From an optimization exercise on the open Yosys and OpenROAD flow, aimed at small area; shortcuts taken in it are not production practice. Only simulation tests tie the RTL to the original design; equivalence was not proved.

==> flow/design.v <==
package dataMemPkg;
    localparam int ByteWidth = 8;
    localparam int WordBytes = 4;
    typedef logic [ByteWidth-1:0] byteT;
    typedef logic [ByteWidth*WordBytes-1:0] wordT;
    typedef enum logic
    {
        IDLE,
        ACK
    } wbStateT;
endpackage
`timescale 1ns/1ps
module wbSlaveCtrl
(
    input  logic clk,
    input  logic rst,
    input  logic cyc,
    input  logic stb,
    input  logic we,
    output logic ack,
    output logic commitWrite,
    output logic commitRead
);
    logic request;
    assign request = !rst && !ack && cyc && stb;
    always_ff @(posedge clk)
    begin
        ack <= request;
    end
    assign commitWrite = request && we;
    assign commitRead  = request && !we;
endmodule
`timescale 1ns/1ps
module byteHold
(
    input  logic             keep,
    input  logic             load,
    input  dataMemPkg::byteT q,
    input  dataMemPkg::byteT d,
    output dataMemPkg::byteT nxt
);
    assign nxt = ({8{keep}} & q) | ({8{load}} & d);
endmodule
module byteSel4
(
    input  logic [3:0]       sel,
    input  dataMemPkg::byteT d0,
    input  dataMemPkg::byteT d1,
    input  dataMemPkg::byteT d2,
    input  dataMemPkg::byteT d3,
    output dataMemPkg::byteT y
);
    dataMemPkg::byteT yn012;
    dataMemPkg::byteT yn3;
    byteSelN3 sel012
    (
        .sel (sel[2:0]),
        .d0  (d0),
        .d1  (d1),
        .d2  (d2),
        .yn  (yn012)
    );
    byteNand sel3
    (
        .sel (sel[3]),
        .d   (d3),
        .yn  (yn3)
    );
    assign y = ~(yn012 & yn3);
endmodule
module byteNand
(
    input  logic             sel,
    input  dataMemPkg::byteT d,
    output dataMemPkg::byteT yn
);
    assign yn = ~({8{sel}} & d);
endmodule
module byteSelN3
(
    input  logic [2:0]       sel,
    input  dataMemPkg::byteT d0,
    input  dataMemPkg::byteT d1,
    input  dataMemPkg::byteT d2,
    output dataMemPkg::byteT yn
);
    assign yn = ~(({8{sel[0]}} & d0) | ({8{sel[1]}} & d1) | ({8{sel[2]}} & d2));
endmodule
module byteStore
(
    input  logic             clk,
    input  logic             rst,
    input  logic             commitWrite,
    input  logic [4:0]       adr,
    input  logic             byteAccess,
    input  dataMemPkg::wordT datIn,
    output dataMemPkg::wordT bankOut
);
    logic [1:0] a;
    logic [2:0] w;
    assign a = adr[1:0];
    assign w = adr[4:2];
    logic [7:0] rowDec;
    logic [7:0] rowSel [4];
    logic [3:0] laneSel;
    dataMemPkg::byteT mem [4][8];
    for (genvar r = 0; r < 8; r++)
    begin : gRowDec
        assign rowDec[r] = (w == 3'(r));
    end
    for (genvar k = 0; k < 4; k++)
    begin : gLaneSel
        assign laneSel[k] = (a == 2'(k));
    end
    for (genvar j = 0; j < 4; j++)
    begin : gBank
        logic wrap;
        assign wrap = (a > 2'(j));
        for (genvar r = 0; r < 8; r++)
        begin : gRowSel
            assign rowSel[j][r] = wrap ? rowDec[(r + 7) % 8] : rowDec[r];
        end
        logic bankWrite;
        assign bankWrite = commitWrite && (!byteAccess || laneSel[j]);
        logic [3:0] rotSel;
        assign rotSel = {4{bankWrite}} &
            {laneSel[(j + 1) & 3], laneSel[(j + 2) & 3], laneSel[(j + 3) & 3], laneSel[j]};
        dataMemPkg::byteT bankData;
        byteSel4 wrRot
        (
            .sel (rotSel),
            .d0  (datIn[7:0]),
            .d1  (datIn[15:8]),
            .d2  (datIn[23:16]),
            .d3  (datIn[31:24]),
            .y   (bankData)
        );
        for (genvar r = 0; r < 8; r++)
        begin : gCell
            logic keep;
            logic load;
            dataMemPkg::byteT nxt;
            assign load = rowSel[j][r];
            assign keep = !(rst || (bankWrite && rowSel[j][r]));
            byteHold hold
            (
                .keep (keep),
                .load (load),
                .q    (mem[j][r]),
                .d    (bankData),
                .nxt  (nxt)
            );
            always_ff @(posedge clk)
            begin
                mem[j][r] <= nxt;
            end
        end
        dataMemPkg::byteT rdN0;
        dataMemPkg::byteT rdN1;
        dataMemPkg::byteT rdN2;
        byteSelN3 rd0
        (
            .sel (rowSel[j][2:0]),
            .d0  (mem[j][0]),
            .d1  (mem[j][1]),
            .d2  (mem[j][2]),
            .yn  (rdN0)
        );
        byteSelN3 rd1
        (
            .sel (rowSel[j][5:3]),
            .d0  (mem[j][3]),
            .d1  (mem[j][4]),
            .d2  (mem[j][5]),
            .yn  (rdN1)
        );
        dataMemPkg::byteT rdN3;
        byteNand rd2
        (
            .sel (rowSel[j][6]),
            .d   (mem[j][6]),
            .yn  (rdN2)
        );
        byteNand rd3
        (
            .sel (rowSel[j][7]),
            .d   (mem[j][7]),
            .yn  (rdN3)
        );
        assign bankOut[j*8 +: 8] = ~(rdN0 & rdN1 & rdN2 & rdN3);
    end
endmodule
`timescale 1ns/1ps
module laneNext
(
    input  logic             keep,
    input  logic [3:0]       sel,
    input  dataMemPkg::byteT q,
    input  dataMemPkg::wordT banks,
    output dataMemPkg::byteT nxt
);
    assign nxt = ({8{keep}} & q) |
                 ({8{sel[0]}} & banks[7:0])   | ({8{sel[1]}} & banks[15:8]) |
                 ({8{sel[2]}} & banks[23:16]) | ({8{sel[3]}} & banks[31:24]);
endmodule
module readAligner
(
    input  logic             clk,
    input  logic             rst,
    input  logic             commitRead,
    input  logic             byteAccess,
    input  logic [1:0]       a,
    input  dataMemPkg::wordT bankOut,
    output dataMemPkg::wordT datOut
);
    logic keep;
    logic [3:0] bankSel;
    assign keep = !(rst || commitRead);
    for (genvar k = 0; k < 4; k++)
    begin : gBankSel
        assign bankSel[k] = (a == 2'(k));
    end
    for (genvar b = 0; b < 4; b++)
    begin : gLane
        logic laneOn;
        if (b == 0)
        begin : gLow
            assign laneOn = commitRead;
        end
        else
        begin : gHigh
            assign laneOn = commitRead && !byteAccess;
        end
        logic [3:0] sel;
        for (genvar j = 0; j < 4; j++)
        begin : gSel
            assign sel[j] = laneOn && bankSel[(j - b) & 3];
        end
        dataMemPkg::byteT nxt;
        laneNext next
        (
            .keep  (keep),
            .sel   (sel),
            .q     (datOut[b*8 +: 8]),
            .banks (bankOut),
            .nxt   (nxt)
        );
        always_ff @(posedge clk)
        begin
            datOut[b*8 +: 8] <= nxt;
        end
    end
endmodule
`timescale 1ns/1ps
module dataMemory
#(
    parameter int AddrWidth = 5
)
(
    input  logic                 clk,
    input  logic                 rst,
    input  logic                 cyc,
    input  logic                 stb,
    input  logic                 we,
    input  logic [AddrWidth-1:0] adr,
    input  logic                 byteAccess,
    input  dataMemPkg::wordT     datIn,
    output dataMemPkg::wordT     datOut,
    output logic                 ack
);
    logic commitWrite;
    logic commitRead;
    dataMemPkg::wordT bankOut;
    wbSlaveCtrl busCtrl
    (
        .clk         (clk),
        .rst         (rst),
        .cyc         (cyc),
        .stb         (stb),
        .we          (we),
        .ack         (ack),
        .commitWrite (commitWrite),
        .commitRead  (commitRead)
    );
    byteStore store
    (
        .clk         (clk),
        .rst         (rst),
        .commitWrite (commitWrite),
        .adr         (adr),
        .byteAccess  (byteAccess),
        .datIn       (datIn),
        .bankOut     (bankOut)
    );
    readAligner aligner
    (
        .clk         (clk),
        .rst         (rst),
        .commitRead  (commitRead),
        .byteAccess  (byteAccess),
        .a           (adr[1:0]),
        .bankOut     (bankOut),
        .datOut      (datOut)
    );
endmodule
Settings: LEC_CHECK=0, CAP_MARGIN=20, CORE_MARGIN=2, CORE_UTILIZATION=50, GPL_TIMING_DRIVEN=0, PLACE_DENSITY=0.65, SLEW_MARGIN=20, SYNTH_HIERARCHICAL=1; clock period 8.0 ns.
standard.sh (not shown) runs the stock make flow with config.mk's settings and CLKGATE_MAP_FILE= SYNTH_SCRIPT=/design/flow/synth_recipe.tcl, a recipe that flattens the netlist after the stock synthesis.
==> flow/flow/run.sh <==
#!/bin/bash
# Standard layout with: synthesis buffers removed and cells set to their smallest drive
# after floorplan (repair_design re-buffers and resizes where needed), the smallest port
# buffers, and a coarser clock tree without dummy loads.
set -euo pipefail
here=$(pwd)
export POST_FLOORPLAN_TCL="$here/flow/post_floorplan.tcl"
export BUFFER_PORTS_ARGS="-buffer_cell sky130_fd_sc_hd__buf_1"
export CTS_ARGS="-sink_clustering_enable -repair_clock_nets -dont_use_dummy_load -sink_clustering_size 16 -sink_clustering_max_diameter 300 -buf_list sky130_fd_sc_hd__clkbuf_8"
bash standard.sh > standard.log 2>&1
==> flow/flow/post_floorplan.tcl <==
# Remove the buffers synthesis inserted and take every combinational cell down to its
# smallest drive strength; placement's repair_design adds back what slew and load need.
remove_buffers
set n 0
foreach inst [get_cells *] {
  set m [get_property $inst ref_name]
  if {[regexp {^(sky130_fd_sc_hd__[a-z0-9]+)_([0-9]+)$} $m -> base drive]} {
    if {$drive == 1 || [string match "*df*" $base] || [string match "*conb*" $base]} { continue }
    foreach d {1 0} {
      set cand [get_lib_cells -quiet */${base}_$d]
      if {[llength $cand] > 0} {
        replace_cell $inst [lindex $cand 0]
        incr n
        break
      }
    }
  }
}
puts "post_floorplan: resized $n cells to their smallest drive"
Edit:
--- a/flow/design.v
+++ b/flow/design.v
@@ -30,19 +30,31 @@
     assign commitWrite = request && we;
     assign commitRead  = request && !we;
 endmodule
 `timescale 1ns/1ps
 module byteHold
 (
-    input  logic             keep,
+    input  logic             rst,
+    input  logic             bankWrite,
     input  logic             load,
     input  dataMemPkg::byteT q,
     input  dataMemPkg::byteT d,
     output dataMemPkg::byteT nxt
 );
-    assign nxt = ({8{keep}} & q) | ({8{load}} & d);
+    logic keep;
+    assign keep = !(rst || (bankWrite && load));
+    assign nxt  = ({8{keep}} & q) | ({8{load}} & d);
+endmodule
+module rowPick
+(
+    input  logic       wrap,
+    input  logic       nowrap,
+    input  logic [7:0] rowDec,
+    output logic [7:0] rowSel
+);
+    assign rowSel = ({8{wrap}} & {rowDec[6:0], rowDec[7]}) | ({8{nowrap}} & rowDec);
 endmodule
 module byteSel4
 (
     input  logic [3:0]       sel,
     input  dataMemPkg::byteT d0,
     input  dataMemPkg::byteT d1,
@@ -111,17 +123,29 @@
     for (genvar k = 0; k < 4; k++)
     begin : gLaneSel
         assign laneSel[k] = (a == 2'(k));
     end
     for (genvar j = 0; j < 4; j++)
     begin : gBank
-        logic wrap;
-        assign wrap = (a > 2'(j));
-        for (genvar r = 0; r < 8; r++)
-        begin : gRowSel
-            assign rowSel[j][r] = wrap ? rowDec[(r + 7) % 8] : rowDec[r];
+        if (j == 3)
+        begin : gNoWrap
+            assign rowSel[j] = rowDec;
+        end
+        else
+        begin : gWrap
+            logic wrap;
+            logic nowrap;
+            assign wrap   = (a > 2'(j));
+            assign nowrap = !wrap;
+            rowPick pick
+            (
+                .wrap   (wrap),
+                .nowrap (nowrap),
+                .rowDec (rowDec),
+                .rowSel (rowSel[j])
+            );
         end
         logic bankWrite;
         assign bankWrite = commitWrite && (!byteAccess || laneSel[j]);
         logic [3:0] rotSel;
         assign rotSel = {4{bankWrite}} &
             {laneSel[(j + 1) & 3], laneSel[(j + 2) & 3], laneSel[(j + 3) & 3], laneSel[j]};
@@ -134,24 +158,21 @@
             .d2  (datIn[23:16]),
             .d3  (datIn[31:24]),
             .y   (bankData)
         );
         for (genvar r = 0; r < 8; r++)
         begin : gCell
-            logic keep;
-            logic load;
             dataMemPkg::byteT nxt;
-            assign load = rowSel[j][r];
-            assign keep = !(rst || (bankWrite && rowSel[j][r]));
             byteHold hold
             (
-                .keep (keep),
-                .load (load),
-                .q    (mem[j][r]),
-                .d    (bankData),
-                .nxt  (nxt)
+                .rst       (rst),
+                .bankWrite (bankWrite),
+                .load      (rowSel[j][r]),
+                .q         (mem[j][r]),
+                .d         (bankData),
+                .nxt       (nxt)
             );
             always_ff @(posedge clk)
             begin
                 mem[j][r] <= nxt;
             end
         end
=> Worst hold slack got worse by 0.0051 ns. Worst setup slack improved by 0.26 ns. Sequential cell count stays the same. Utilization is about the same. Design area goes down by 1.9%. Cell count goes down by about 3%.

separate check: timing with driven ports:
In the flow no input, the clock included, has a driving cell. The finished layouts below were timed again as built, in two steps.
Step 1 (the two cells are an assumption about what drives the block):
set clk [get_ports {clk}]
set_driving_cell -lib_cell sky130_fd_sc_hd__clkbuf_16 $clk
set_driving_cell -lib_cell sky130_fd_sc_hd__buf_2 [delete_from_list [all_inputs] $clk]
Step 2, shift: input delay + t, output delay - t, t = (earliest + latest rising clock arrival at the registers) / 2. This alone moves slack from input paths to output paths.
Slacks: ideal ports / drivers / drivers and shift; pairs: ideal ports / drivers.
run	shift t [ns]	slack for setup (ns)	worst register clock-pin slew, ns
the first run	0.564	3.456 / 3.466 / 2.902	0.11 / 0.11
the second run	0.581	3.714 / 3.733 / 3.152	0.11 / 0.11
After both steps every run listed still meets setup and hold. The setup slack of the second run, which loses most, moves by +0.019 ns with the drivers and by -0.562 ns with both steps.
